What follows belongs to an exercise in optimizing a design on an open flow for a short achievable clock period and few clock cycles; a production flow would make more cautious choices.
The RTL was checked by simulation tests, not by an equivalence proof against the original design.
Power and IR drop assume default switching activity.

<file path="design/flow/config.mk">
export PLATFORM = sky130hd
export DESIGN_NAME = cpu_core
export DESIGN_NICKNAME = cpu_core
export VERILOG_FILES = /design/flow/design.v
export SDC_FILE = /design/flow/constraint.sdc
export NUM_CORES = 4
export LEC_CHECK = 0
export ABC_CLOCK_PERIOD_IN_PS = 2000
export CAP_MARGIN = 20
export CORE_MARGIN = 2
export CORE_UTILIZATION = 35
export SETUP_SLACK_MARGIN = 4.0
export SLEW_MARGIN = 20
</file>
<file path="design/flow/constraint.sdc">
create_clock -name core_clock -period 6.0 [get_ports {clk_i}]
set_input_delay 1.2000 -clock core_clock [delete_from_list [all_inputs] [get_ports {clk_i}]]
set_output_delay 1.2000 -clock core_clock [all_outputs]
set_load 0.01 [all_outputs]
</file>
<file path="design/flow/design.v">
package cpu_pkg;
  typedef logic [15:0] word_t;      
  typedef logic [15:0] instr_t;
  typedef logic [3:0]  reg_addr_t;
  typedef logic [15:0] imm_t;       
  typedef enum logic [3:0] {
    OP_NOP  = 4'd0,
    OP_ADD  = 4'd1,
    OP_SUB  = 4'd2,
    OP_AND  = 4'd3,
    OP_OR   = 4'd4,
    OP_XOR  = 4'd5,
    OP_MOVI = 4'd6,
    OP_ADDI = 4'd7,
    OP_B    = 4'd8
  } opcode_e;
  typedef enum logic {
    FWD_REG = 1'b0,   
    FWD_WB  = 1'b1    
  } fwd_sel_e;
  localparam word_t RESET_PC = 16'h0000;
  localparam int    NUM_REGS = 16;
endpackage
`timescale 1ns/1ns
module cpu_core #(
  parameter int NUM_REGS = cpu_pkg::NUM_REGS
) (
  input  logic               clk_i,
  input  logic               reset_2_r,
  input  cpu_pkg::instr_t    instr_i,
  output cpu_pkg::word_t     pc_o,
  output logic               wb_valid_o,
  output cpu_pkg::reg_addr_t wb_rd_o,
  output cpu_pkg::word_t     wb_data_o
);
  logic [15:0] pc_q;      
  logic [15:0] pco_q;     
  logic [3:0]  f_op;
  logic        f_isb;
  logic [15:0] f_tgt;
  logic [15:0] f_inc;
  logic [15:0] f_next;
  assign pc_o  = pco_q;
  assign f_op  = instr_i[15:12];
  assign f_isb = (f_op == 4'd8);
  assign f_inc = pc_q + 16'd1;
  logic [11:0] bt_p, bt_g;
  logic [11:0] bt_gp [5];   
  logic [11:0] bt_pp [5];   
  logic [12:0] bt_c;
  logic [3:0]  f_hi;
  assign bt_p = pc_q[11:0] ^ instr_i[11:0];
  assign bt_g = pc_q[11:0] & instr_i[11:0];
  always_comb begin
    bt_gp[0] = bt_g;
    bt_pp[0] = bt_p;
    for (int l = 0; l < 4; l++) begin
      for (int i = 0; i < 12; i++) begin
        if (i >= (1 << l)) begin
          bt_gp[l+1][i] = bt_gp[l][i] | (bt_pp[l][i] & bt_gp[l][i - (1 << l)]);
          bt_pp[l+1][i] = bt_pp[l][i] & bt_pp[l][i - (1 << l)];
        end else begin
          bt_gp[l+1][i] = bt_gp[l][i];
          bt_pp[l+1][i] = bt_pp[l][i];
        end
      end
    end
    bt_c[0] = 1'b0;
    for (int i = 0; i < 12; i++) bt_c[i+1] = bt_gp[4][i];
  end
  always_comb begin
    case ({instr_i[11], bt_c[12]})
      2'b01:   f_hi = pc_q[15:12] + 4'd1;
      2'b10:   f_hi = pc_q[15:12] - 4'd1;
      default: f_hi = pc_q[15:12];
    endcase
  end
  assign f_tgt = {f_hi, bt_p ^ bt_c[11:0]};
  localparam int NF = 8;
  logic [NF-1:0] fv_q;
  logic [15:0]   fkey_q [NF];
  logic [15:0]   ftgt_q [NF];
  logic [NF-1:0] f_match;
  logic          f_hit;
  logic [15:0]   f_fold;
  always_comb begin
    f_fold = '0;
    for (int i = 0; i < NF; i++) begin
      f_match[i] = fv_q[i] && (fkey_q[i] == pc_q);
      f_fold     = f_fold | (f_match[i] ? ftgt_q[i] : 16'h0000);
    end
  end
  assign f_hit = |f_match;
  assign f_next = f_hit ? f_fold : f_isb ? f_tgt : f_inc;
  always_ff @(posedge clk_i or posedge reset_2_r) begin
    if (reset_2_r) pc_q <= cpu_pkg::RESET_PC;
    else           pc_q <= f_next;
  end
  always_ff @(posedge clk_i) begin
    pco_q <= reset_2_r ? cpu_pkg::RESET_PC : f_next;
  end
  logic       f_wr, f_movi, f_addi, f_sub, f_usea, f_useb;
  logic [3:0] f_rd, f_rn, f_rm, f_ra;
  assign f_wr   = (f_op >= 4'd1) && (f_op <= 4'd7);
  assign f_movi = (f_op == 4'd6);
  assign f_addi = (f_op == 4'd7);
  assign f_sub  = (f_op == 4'd2);
  assign f_usea = f_wr && !f_movi;
  assign f_useb = (f_op >= 4'd1) && (f_op <= 4'd5);
  assign f_rd   = instr_i[11:8];
  assign f_rn   = instr_i[7:4];
  assign f_rm   = instr_i[3:0];
  assign f_ra   = f_addi ? f_rd : f_rn;
  logic [15:0] lw_pc;
  logic        lw_v, gap_q;
  logic [2:0]  fptr_q;    
  logic        al_q;
  logic [15:0] al_key, al_tgt;
  always_ff @(posedge clk_i or posedge reset_2_r) begin
    if (reset_2_r) begin
      lw_v   <= 1'b0;
      gap_q  <= 1'b0;
      al_q   <= 1'b0;
      fptr_q <= '0;
      fv_q   <= '0;
    end else begin
      if (f_wr) begin
        lw_v  <= 1'b1;
        gap_q <= 1'b0;
      end else begin
        gap_q <= 1'b1;
      end
      al_q <= f_wr && lw_v && gap_q;
      if (al_q) begin
        fv_q[fptr_q] <= 1'b1;
        fptr_q       <= fptr_q + 1'b1;
      end
    end
  end
  always_ff @(posedge clk_i) begin
    if (f_wr) lw_pc <= pc_q;
    al_key <= lw_pc;
    al_tgt <= pc_q;
    if (al_q) begin
      fkey_q[fptr_q] <= al_key;
      ftgt_q[fptr_q] <= al_tgt;
    end
  end
  logic [7:0]          rlo_q [NUM_REGS];
  logic [7:0]          rhi_q [NUM_REGS];
  logic [NUM_REGS-1:0] rvlo_q, rvhi_q;
  logic [7:0]          rlo [NUM_REGS];
  logic [7:0]          rhi [NUM_REGS];
  always_comb begin
    for (int i = 0; i < NUM_REGS; i++) begin
      rlo[i] = rvlo_q[i] ? rlo_q[i] : 8'h00;
      rhi[i] = rvhi_q[i] ? rhi_q[i] : 8'h00;
    end
  end
  logic [7:0] rl_q;
  logic       wl_wr;
  logic [3:0] wl_rd;
  logic       el_wr;
  logic [3:0] el_rd, el_ra, el_rb;
  logic       el_movi, el_addi, el_sub, el_fa, el_fb;
  logic       el_and, el_or, el_xor;
  logic [7:0] el_a, el_b;
  logic       fl_ba, fl_bb;
  assign fl_ba = wl_wr && (wl_rd == f_ra);
  assign fl_bb = wl_wr && (wl_rd == f_rm);
  always_ff @(posedge clk_i or posedge reset_2_r) begin
    if (reset_2_r) el_wr <= 1'b0;
    else           el_wr <= f_wr;
  end
  always_ff @(posedge clk_i) begin
    el_rd   <= f_rd;
    el_ra   <= f_ra;
    el_rb   <= f_rm;
    el_movi <= f_movi;
    el_addi <= f_addi;
    el_sub  <= f_sub;
    el_and  <= (f_op == 4'd3);
    el_or   <= (f_op == 4'd4);
    el_xor  <= (f_op == 4'd5);
    el_fa   <= el_wr && (el_rd == f_ra) && f_usea;
    el_fb   <= el_wr && (el_rd == f_rm) && f_useb;
    el_a    <= f_movi ? 8'h00 : fl_ba ? rl_q : f_addi ? rlo[f_rd] : rlo[f_rn];
    el_b    <= (f_movi || f_addi) ? instr_i[7:0] : fl_bb ? rl_q : rlo[f_rm];
  end
  logic [7:0] l_a, l_b, l_res;
  logic [8:0] l_sum;
  assign l_a   = el_fa ? rl_q : el_a;
  assign l_b   = (el_fb ? rl_q : el_b) ^ {8{el_sub}};
  assign l_sum = {1'b0, l_a} + {1'b0, l_b} + {8'd0, el_sub};
  always_comb begin
    if (el_and)      l_res = l_a & l_b;
    else if (el_or)  l_res = l_a | l_b;
    else if (el_xor) l_res = l_a ^ l_b;
    else             l_res = l_sum[7:0];
  end
  logic       eh_wr;
  logic [3:0] eh_rd;
  logic       eh_sub, eh_fa, eh_fb, eh_c;
  logic       eh_and, eh_or, eh_xor;
  logic [7:0] eh_a, eh_b;
  logic [7:0] rh_q;       
  logic       wh_wr;
  logic [3:0] wh_rd;
  logic       fh_ba, fh_bb;
  assign fh_ba = wh_wr && (wh_rd == el_ra);
  assign fh_bb = wh_wr && (wh_rd == el_rb);
  always_ff @(posedge clk_i or posedge reset_2_r) begin
    if (reset_2_r) begin
      eh_wr  <= 1'b0;
      wl_wr  <= 1'b0;
      rvlo_q <= '0;
    end else begin
      eh_wr <= el_wr;
      wl_wr <= el_wr;
      if (wl_wr) rvlo_q[wl_rd] <= 1'b1;
    end
  end
  always_ff @(posedge clk_i) begin
    rl_q   <= l_res;
    wl_rd  <= el_rd;
    if (wl_wr) rlo_q[wl_rd] <= rl_q;
    eh_rd  <= el_rd;
    eh_sub <= el_sub;
    eh_and <= el_and;
    eh_or  <= el_or;
    eh_xor <= el_xor;
    eh_fa  <= el_fa;
    eh_fb  <= el_fb;
    eh_c   <= l_sum[8];
    eh_a   <= el_movi ? 8'h00 : fh_ba ? rh_q : rhi[el_ra];
    eh_b   <= (el_movi || el_addi) ? 8'h00 : fh_bb ? rh_q : rhi[el_rb];
  end
  logic [7:0] h_a, h_b, h_res;
  logic [7:0] h_sum;
  assign h_a   = eh_fa ? rh_q : eh_a;
  assign h_b   = (eh_fb ? rh_q : eh_b) ^ {8{eh_sub}};
  assign h_sum = h_a + h_b + {7'd0, eh_c};
  always_comb begin
    if (eh_and)      h_res = h_a & h_b;
    else if (eh_or)  h_res = h_a | h_b;
    else if (eh_xor) h_res = h_a ^ h_b;
    else             h_res = h_sum;
  end
  logic        w_valid;
  logic [3:0]  w_rd;
  logic [15:0] w_data;
  always_ff @(posedge clk_i or posedge reset_2_r) begin
    if (reset_2_r) begin
      wh_wr   <= 1'b0;
      rvhi_q  <= '0;
    end else begin
      wh_wr   <= eh_wr;
      if (wh_wr) rvhi_q[wh_rd] <= 1'b1;
    end
  end
  always_ff @(posedge clk_i) begin
    w_valid <= !reset_2_r && eh_wr;
  end
  always_ff @(posedge clk_i) begin
    rh_q  <= h_res;
    wh_rd <= eh_rd;
    if (wh_wr) rhi_q[wh_rd] <= rh_q;
    if (eh_wr) begin
      w_rd   <= eh_rd;
      w_data <= {h_res, rl_q};
    end
  end
  assign wb_valid_o = w_valid;
  assign wb_rd_o    = w_rd;
  assign wb_data_o  = w_data;
endmodule
</file>
<file path="design/flow/run.sh">
#!/bin/bash
# synth_recipe.tcl (not shown) runs the flow's synth.tcl, then flattens the netlist and writes it again
# the make line also repeats each setting of config.mk as NAME=value (left out here)
make -C /OpenROAD-flow-scripts/flow DESIGN_CONFIG=/design/flow/config.mk WORK_HOME=/design/flow/orfs CLKGATE_MAP_FILE= SYNTH_SCRIPT=/design/flow/synth_recipe.tcl finish
</file>
==> results by group, run 1 <==
Routing
  • Met2 WL: 56.0 mm
  • Initial detailed-routing violation count: between 3k and 4k
  • M1 WL: roughly 52 mm
  • DR WL met3: ~11 mm
  • Final wirelength: 124 mm
  • Number of vias in the routed layout: approximately 26k
  • DRC: 0
  • Uppermost layer routed: met5
  • Vias per cell: approximately 5.8
  • Final ANT Viol Nets: 0
  • DR pass1 iterations: 7
  • Post-DR wirelength/cell: ~27 um

Clocking
  • Clock-pin slew on the worst setup and hold paths: about 0.06 ns
  • Skew-Pair Late Insertion Delay: between 0.6 and 0.7 ns
  • Deepest clock path buffer count: 3
  • Hold_buf cts: 0
  • CTS tree: yes
  • Root Driver: clkbuf_16
  • Clock Sinks: ~750
  • TritonCTS buffer count: 83
  • H-tree depth: 3

Critical path
  • Critical-path maximum fanout: 4
  • Worst setup path startpoint: instr_i[0]
  • Reg2reg end: pco_q[14]$_SDFF_PP0_
  • CP endpoint kind: flop
  • Reg2Reg Setup Slack: 2.64 ns
  • Setup CP Type: in -> reg
  • RR Startpoint: pc_q[0]$_DFF_PP0_
  • WP data required: approximately 6.6 ns
  • Critical Path Start Type: input port
  • Worst R2R Path Depth: 19
  • Crit path arrival time: 3.95 ns

STA
  • Min cycle time layout: 3.39 ns
  • Slew Viols, Final: 0
  • RSZ-0062 raised after global routing: true
  • Worst Slack Setup Final: between 2 and 3 ns
  • Final hold vios: 0
  • Relative slew slack: 0.320
  • Layout Skew: 0.0638 ns
  • Worst-margin pin slew: roughly 1 ns
  • Fin crit share: 0.565
  • Fmax: a little under 300 MHz
  • Setup TNS: 0 ns
  • Setup-failing EPs final: 0

Placed design
  • DP HPWL: around 80 mm
  • Final RePlAce weighted congestion: approximately 0.98
  • Port buffer count: 54
  • Dpl ws: approximately 1.1 ns

Power and ir drop
  • Peak supply drop: 0.284 mV
  • Pwr/cell area: just under 400 nW/um^2
  • Pleak: ~16 nW

Floorplan
  • Die H: between 300 and 400 um
  • Core area: between 90000 and 100000 um^2
  • I/O pins: 55
  • Die width: between 300 and 400 um
  • Row count: between 100 and 150
  • Initial Util: 0.353
  • Die area: a little under 100000 um^2

Min path
  • Worst hold path stage count: 0
  • HP Class: reg -> reg
  • WHS Endpoint: al_key[7]$_DFF_P_
  • Min-delay src: lw_pc[7]$_DFFE_PP_

Cells and area
  • Final nets: about 3.3k
  • N_diodes: 0
  • Most frequent cells in the layout: edfxtp_1, nand2_1, buf_4
  • Fill cells: between 8k and 9k
  • Sequential Area: approximately 21000 um^2
  • Share of cells above drive strength 1: 0.327
  • Area occupied by multi-input gates: between 15000 and 20000 um^2
  • Layout area overhead: 33.0%
  • Commonest non-fill, non-tap cell in the layout: edfxtp_1

Yosys
  • Largest cells by area after synthesis: edfxtp_1, dfxtp_1, o22ai_1
  • Asr flop ratio synth: 0.0872
  • Synth unique cells: between 70 and 80
  • Flip-flop and latch count after synthesis: approximately 750
  • Sequential area share after synthesis: 0.619
  • Post-synth top flop: edfxtp_1
  • Post-synth EDFFs: approximately 550
  • Synthesized Nets: 2887
  • Leading area contributor after synthesis: edfxtp_1
  • Share of the synthesized area in the top cell type: 0.492
  • Post-synthesis area per instance: approximately 12 um^2
  • Syn Std Cell Area: roughly 33000 um^2
  • Cells after synthesis: about 2.8k
  • Warnings from Yosys: 5

Job
  • Max-cap viol count: 0

Outcome
  • Status: timing/DRC/antenna clean

Global route
  • First-pass GRT wire length: ~180 mm
  • Vias in the first global route: roughly 25k
  • Antenna violations before repair: 4
  • Total GRT Usage: 0.244
  • Grt total ovfl: 0
  • Largest net degree at the start of global routing: 33
how the worst max path moves through the flow:
stage / to / slack, ns / cells past startpoint
final: pco_q[14]$_SDFF_PP0_ / 2.61 / 19
after global routing: pco_q[14]$_SDFF_PP0_ / 2.47 / 19
after CTS: pco_q[14]$_SDFF_PP0_ / 2.60 / 19
after detailed placement: pc_q[15]$_DFF_PP0_ / 1.09 / 18
after global placement: pc_q[15]$_DFF_PP0_ / 1.10 / 18
after floorplan: pco_q[14]$_SDFF_PP0_ / 2.20 / 18
cell usage after synthesis, types with 7 or more instances:
master	instances
edfxtp_1	548
nand2_1	366
o22ai_1	293
nor2_1	200
xnor2_1	144
dfxtp_1	132
nand3_1	103
dfrtp_1	65
mux2i_1	65
ha_1	62
inv_1	59
o21ai_0	58
xor2_1	58
clkbuf_1	47
a21oi_1	43
nand4_1	42
nor4_1	37
and3_1	34
and4_1	31
buf_1	31
buf_2	31
a21o_1	29
and2_1	29
nor2b_1	28
a22oi_1	27
nor3_1	27
a31oi_1	19
a211oi_1	17
a32oi_1	15
o21bai_1	15
a311oi_1	10
nor3_2	10
buf_6	9
nand2b_1	9
a31o_2	8
and4b_1	8
buf_4	7
per-layer routing:
metal  vias up  global-route usage
met2      1443               0.378
li1      11294                   -
met3       323              0.0443
met4         6               0.102
met1     13133               0.338
met5         -                   0
metrics by stage:
step | instances | util | power (mW) | hold slack (ns) | cell area [um^2]
4_1_cts | 4399 | 0.446 | 17.0 | 0.336 | 42300
6_report | 4506 | 0.469 | 17.3 | 0.334 | 44500
5_1_grt | 4506 | 0.469 | 18.0 | 0.341 | 44500
3_5_place_dp | 4042 | 0.378 | 11.2 | 0.327 | 35900
3_3_place_gp | 4041 | 0.378 | 11.2 | 0.324 | 35900
2_1_floorplan | 2803 | - | 9.64 | 0.323 | 34200
cell type report:
class | count | area share
Timing Repair inverter | 1 | 0.000112
Multi-Input combinational cell | 1879 | 0.339
Inverter | 60 | 0.00515
Clock buffer | 116 | 0.0529
Sequential cell | 745 | 0.469
Tap cell | 1265 | 0.0356
Timing Repair Buffer | 407 | 0.0895
Clock inverter | 33 | 0.00911
state kept, by name, summed over array words and instances (netlist names), 16 cells and up:
register	cells
w_data	16
al_key	16
rhi_q	128
al_tgt	16
pco_q	16
fkey_q	128
pc_q	16
lw_pc	16
ftgt_q	128
rvlo_q	16
rvhi_q	16
rlo_q	128
what timing repair did:
item,in CTS,in global routing
gates cloned,8,1
gates resized for setup,685,247
setup buffers,200,106
setup endpoints to repair,380,428
pin swaps,150,123
where the power goes:
part	internal (mW)	total, mW	switching (mW)	leakage (nW)
logic	1.82	4.32	2.51	7.57
clock network	2.97	5.14	2.17	1.34
registers	6.69	7.88	1.19	6.82
worst max-delay path, cell delays in order:
cell	delay (ns)
buf_12	0.11
ha_4	0.16
fa_2	0.36
a21oi_2	0.18
o21ai_2	0.09
a21oi_2	0.18
o21ai_2	0.09
nand2_1	0.07
nand2_2	0.06
a21oi_4	0.20
ha_4	0.19
xor2_2	0.18
ha_4	0.16
a21oi_2	0.03
xnor2_1	0.14
a32oi_1	0.20
xnor2_1	0.10
nor2_1	0.16
nor3_2	0.05
kinds of logic (layout without fill, tap and decap cells):
logic type / Yosys count / count (layout) / synth area share
simple gates: 962 / 968 / 0.143
flops: 745 / 745 / 0.619
compound gates: 569 / 569 / 0.112
xor+xnor: 207 / 207 / 0.0553
buf+inv: 185 / 617 / 0.0247
mux: 69 / 69 / 0.0208
fa+ha+maj: 66 / 66 / 0.0256
Testbench counts, summed over its fixed seeds: cycles 10,022.
==> run 2, diff against run 1 <==
--- a/design/flow/config.mk
+++ b/design/flow/config.mk
@@ -8,6 +8,8 @@
 export ABC_CLOCK_PERIOD_IN_PS = 2000
 export CAP_MARGIN = 20
 export CORE_MARGIN = 2
-export CORE_UTILIZATION = 35
+export CORE_UTILIZATION = 50
+export CTS_CLUSTER_DIAMETER = 60
+export CTS_CLUSTER_SIZE = 30
 export SETUP_SLACK_MARGIN = 4.0
 export SLEW_MARGIN = 20
==> results by group, run 2 <==
Clocking
  • Skew-Pair Late Insertion Delay: 0.66 ns
  • Clock Sinks: around 750
  • Root Driver: clkbuf_16
  • H-tree depth: 2
  • TritonCTS buffer count: between 50 and 60
  • Deepest clock path buffer count: 3
  • CTS tree: yes
  • Clock-pin slew on the worst setup and hold paths: 0.10 ns

Routing
  • Post-DR wirelength/cell: roughly 33 um
  • DR pass1 iterations: 8
  • Uppermost layer routed: met4
  • M1 WL: 51.1 mm
  • Final ANT Viol Nets: 0
  • DRC: 0
  • Initial detailed-routing violation count: 3585
  • DR WL met3: about 14 mm
  • Vias per cell: approximately 6.7
  • Final wirelength: roughly 130 mm
  • Number of vias in the routed layout: around 27k
  • Met2 WL: a little under 60 mm

Critical path
  • Cells along the critical path: buf_8 -> ha_4 -> fa_2 -> a21oi_4 -> o21ai_4 -> a21oi_2 -> o21ai_2 -> nand2_1 -> nand2_2 -> a21oi_4 -> ha_4 -> nor4bb_4 -> a21oi_1 -> o32ai_1 -> a21oi_1 -> nand2_1 -> a21oi_4 -> or3_1
  • Most frequent CP cell: a21oi_4
  • WP data required: roughly 6.5 ns
  • Setup CP Type: in -> reg
  • Slowest cell on crit path: fa_2
  • CP bufs+invs: 1
  • CP max stage delay: approximately 0.36 ns
  • Critical Path Start Type: input port
  • CP endpoint kind: flop
  • CP delay by family, top: compound AO/OA/AOI/OAI gates
  • Critical-path maximum fanout: 4
  • Crit path arrival time: just over 4 ns

Yosys
  • Synth Area in Simple Gates: 0.143
  • Asr flop ratio synth: 0.0872
  • Post-synth EDFFs: 548
  • Largest cells by area after synthesis: edfxtp_1, dfxtp_1, o22ai_1
  • Post-synthesis area per instance: 11.9 um^2
  • Cells after synthesis: ~2.8k
  • Synth unique cells: ~70
  • Post-synth top flop: edfxtp_1
  • Top-count cell post-synth: edfxtp_1
  • Flip-flop and latch count after synthesis: 745
  • Leading area contributor after synthesis: edfxtp_1
  • Synth top cells by count: edfxtp_1, nand2_1, o22ai_1
  • Share of the synthesized area in the top cell type: 0.492
  • Largest family of logic cells by synthesized area: simple AND/OR/NAND/NOR gates
  • Post-synthesis compound-gate area fraction: 0.112
  • Multiplexer share of the synthesized area: 0.0208
  • Post-synthesis adder-cell area fraction: 0.0256
  • Syn Std Cell Area: 33500 um^2
  • Synthesized Nets: between 2k and 3k
  • Synth Area in XOR/XNOR: 0.0553
  • Warnings from Yosys: 5
  • Sequential area share after synthesis: 0.619

Cells and area
  • Fill cells: 4843
  • Commonest non-fill, non-tap cell in the layout: edfxtp_1
  • Util after Layout: 0.639
  • Final nets: approximately 3.2k
  • Layout area overhead: 26.0%
  • Most frequent cells in the layout: edfxtp_1, nand2_1, o22ai_1
  • Share of cells above drive strength 1: 0.287

Floorplan
  • Core area: between 60000 and 70000 um^2
  • I/O pins: 55
  • Die H: between 200 and 300 um
  • Die area: between 60000 and 70000 um^2
  • Row count: 94
  • Die width: ~260 um
  • Initial Util: 0.507

Placed design
  • Final RePlAce weighted congestion: between 1 and 1.5
  • Port buffer count: 54
  • DP HPWL: between 80 and 90 mm

STA
  • Fmax: about 280 MHz
  • Slew Viols, Final: 0
  • Setup TNS: 0 ns
  • Setup-failing EPs final: 0
  • Layout Skew: 0.0349 ns
  • RSZ-0062 raised after global routing: true
  • Worst hold slack: approximately 0.35 ns
  • Worst-margin pin slew: about 1.1 ns
  • Final hold vios: 0
  • Min cycle time layout: about 3.6 ns
  • Fin crit share: 0.593
  • Relative slew slack: 0.252

Power and ir drop
  • Pwr/cell area: approximately 400 nW/um^2
  • Pleak: roughly 15 nW
  • Peak supply drop: approximately 0.41 mV
  • Power consumption: between 15 and 20 mW

Global route
  • Grt total ovfl: 0
  • Antenna violations before repair: 4
  • Largest net degree at the start of global routing: 52
  • Total GRT Usage: 0.371
  • Vias in the first global route: 25.9k
  • First-pass GRT wire length: around 190 mm

Min path
  • HP Class: reg -> reg

Outcome
  • Status: timing/DRC/antenna clean

Job
  • Max-cap viol count: 0
-- run 2: area by class of cell --
class                           instances  area, um^2  area share
Inverter                               60         229     0.00543
Tap cell                              864        1080      0.0256
Clock inverter                         41         657      0.0156
Clock buffer                           58        1400      0.0332
Sequential cell                       745       20900       0.495
Antenna cell                            4        10.0    0.000237
Multi-Input combinational cell       1877       14500       0.344
Timing Repair Buffer                  339        3380      0.0802
-- run 2: repair_timing --
item / in CTS / in global routing
resized for setup: 672 / 147
cloned: 7 / 1
pin swaps: 113 / 76
setup endpoints to repair: 425 / 370
hold endpoints to repair: 0 / 0
setup buffers: 193 / 47
hold buffers: 0 / 0
-- run 2: where the power goes --
part,switching (mW),internal (mW),total [mW]
clock network,2.24,1.94,4.18
logic,2.48,1.88,4.35
registers,1.45,6.68,8.13
-- run 2: through the flow --
| stage | setup WS, ns | instances | cell area, um^2 |
|---|---|---|---|
| floorplan | 2.20 | 2803 | 34200 |
| global placement | 1.07 | 3635 | 35300 |
| detailed placement | 1.03 | 3637 | 35400 |
| CTS | 2.59 | 3936 | 41000 |
| global route | 2.36 | 3986 | 42200 |
| finish | 2.44 | 3988 | 42200 |
-- run 2: worst paths after layout --
check / startpoint / to / slack, ns / cells after the start
worst min register to register: lw_pc[6]$_DFFE_PP_ / al_key[6]$_DFF_P_ / 0.35 / 0
max in group asynchronous: reset_2_r / pc_q[4]$_DFF_PP0_ / 4.11 / 4
worst max register to register: pc_q[0]$_DFF_PP0_ / pc_q[15]$_DFF_PP0_ / 2.57 / 17
worst min-delay path: lw_pc[6]$_DFFE_PP_ / al_key[6]$_DFF_P_ / 0.35 / 0
worst max-delay path: instr_i[0] / pc_q[15]$_DFF_PP0_ / 2.44 / 18
min in group asynchronous: reset_2_r / pc_q[8]$_DFF_PP0_ / 1.17 / 3
-- run 2: routing by layer --
| metal | up-vias | GRT usage |
|---|---|---|
| met1 | 13262 | 0.504 |
| met3 | 443 | 0.0848 |
| met5 | - | 0 |
| met4 | 0 | 0.182 |
| li1 | 11074 | - |
| met2 | 1860 | 0.566 |
-- run 2: logic make-up after synthesis --
logic type      count (synthesis)
fa+ha+maj                      66
buf+inv                       185
simple gates                  962
mux                            69
flops                         745
xor+xnor                      207
compound gates                569

-- port drivers added, routing unchanged --
In the flow no input, the clock included, has a driving cell. The finished layouts below were timed again as built, in two steps.
Step 1: set_driving_cell puts a clkbuf_16 on clk_i and a buf_2 on each other input, an assumption about the parent block.
Step 2, shift: input delay + t, output delay - t, t = (earliest + latest rising clock arrival at the registers) / 2. This alone moves slack from input paths to output paths.
Slacks: ideal / step 1 / step 2; pairs: ideal / step 1.
run | t, ns | setup slack, ns | worst hold slack (ns)
run 1 | 0.722 | 2.607 / 2.627 / 1.904 | 0.334 / 0.334 / 0.334
run 2 | 0.714 | 2.440 / 2.453 / 1.738 | 0.352 / 0.352 / 0.352
After both steps every run listed still meets setup and hold. The setup slack of run 1, which loses most, moves by +0.020 ns with the drivers and by -0.703 ns with both steps.
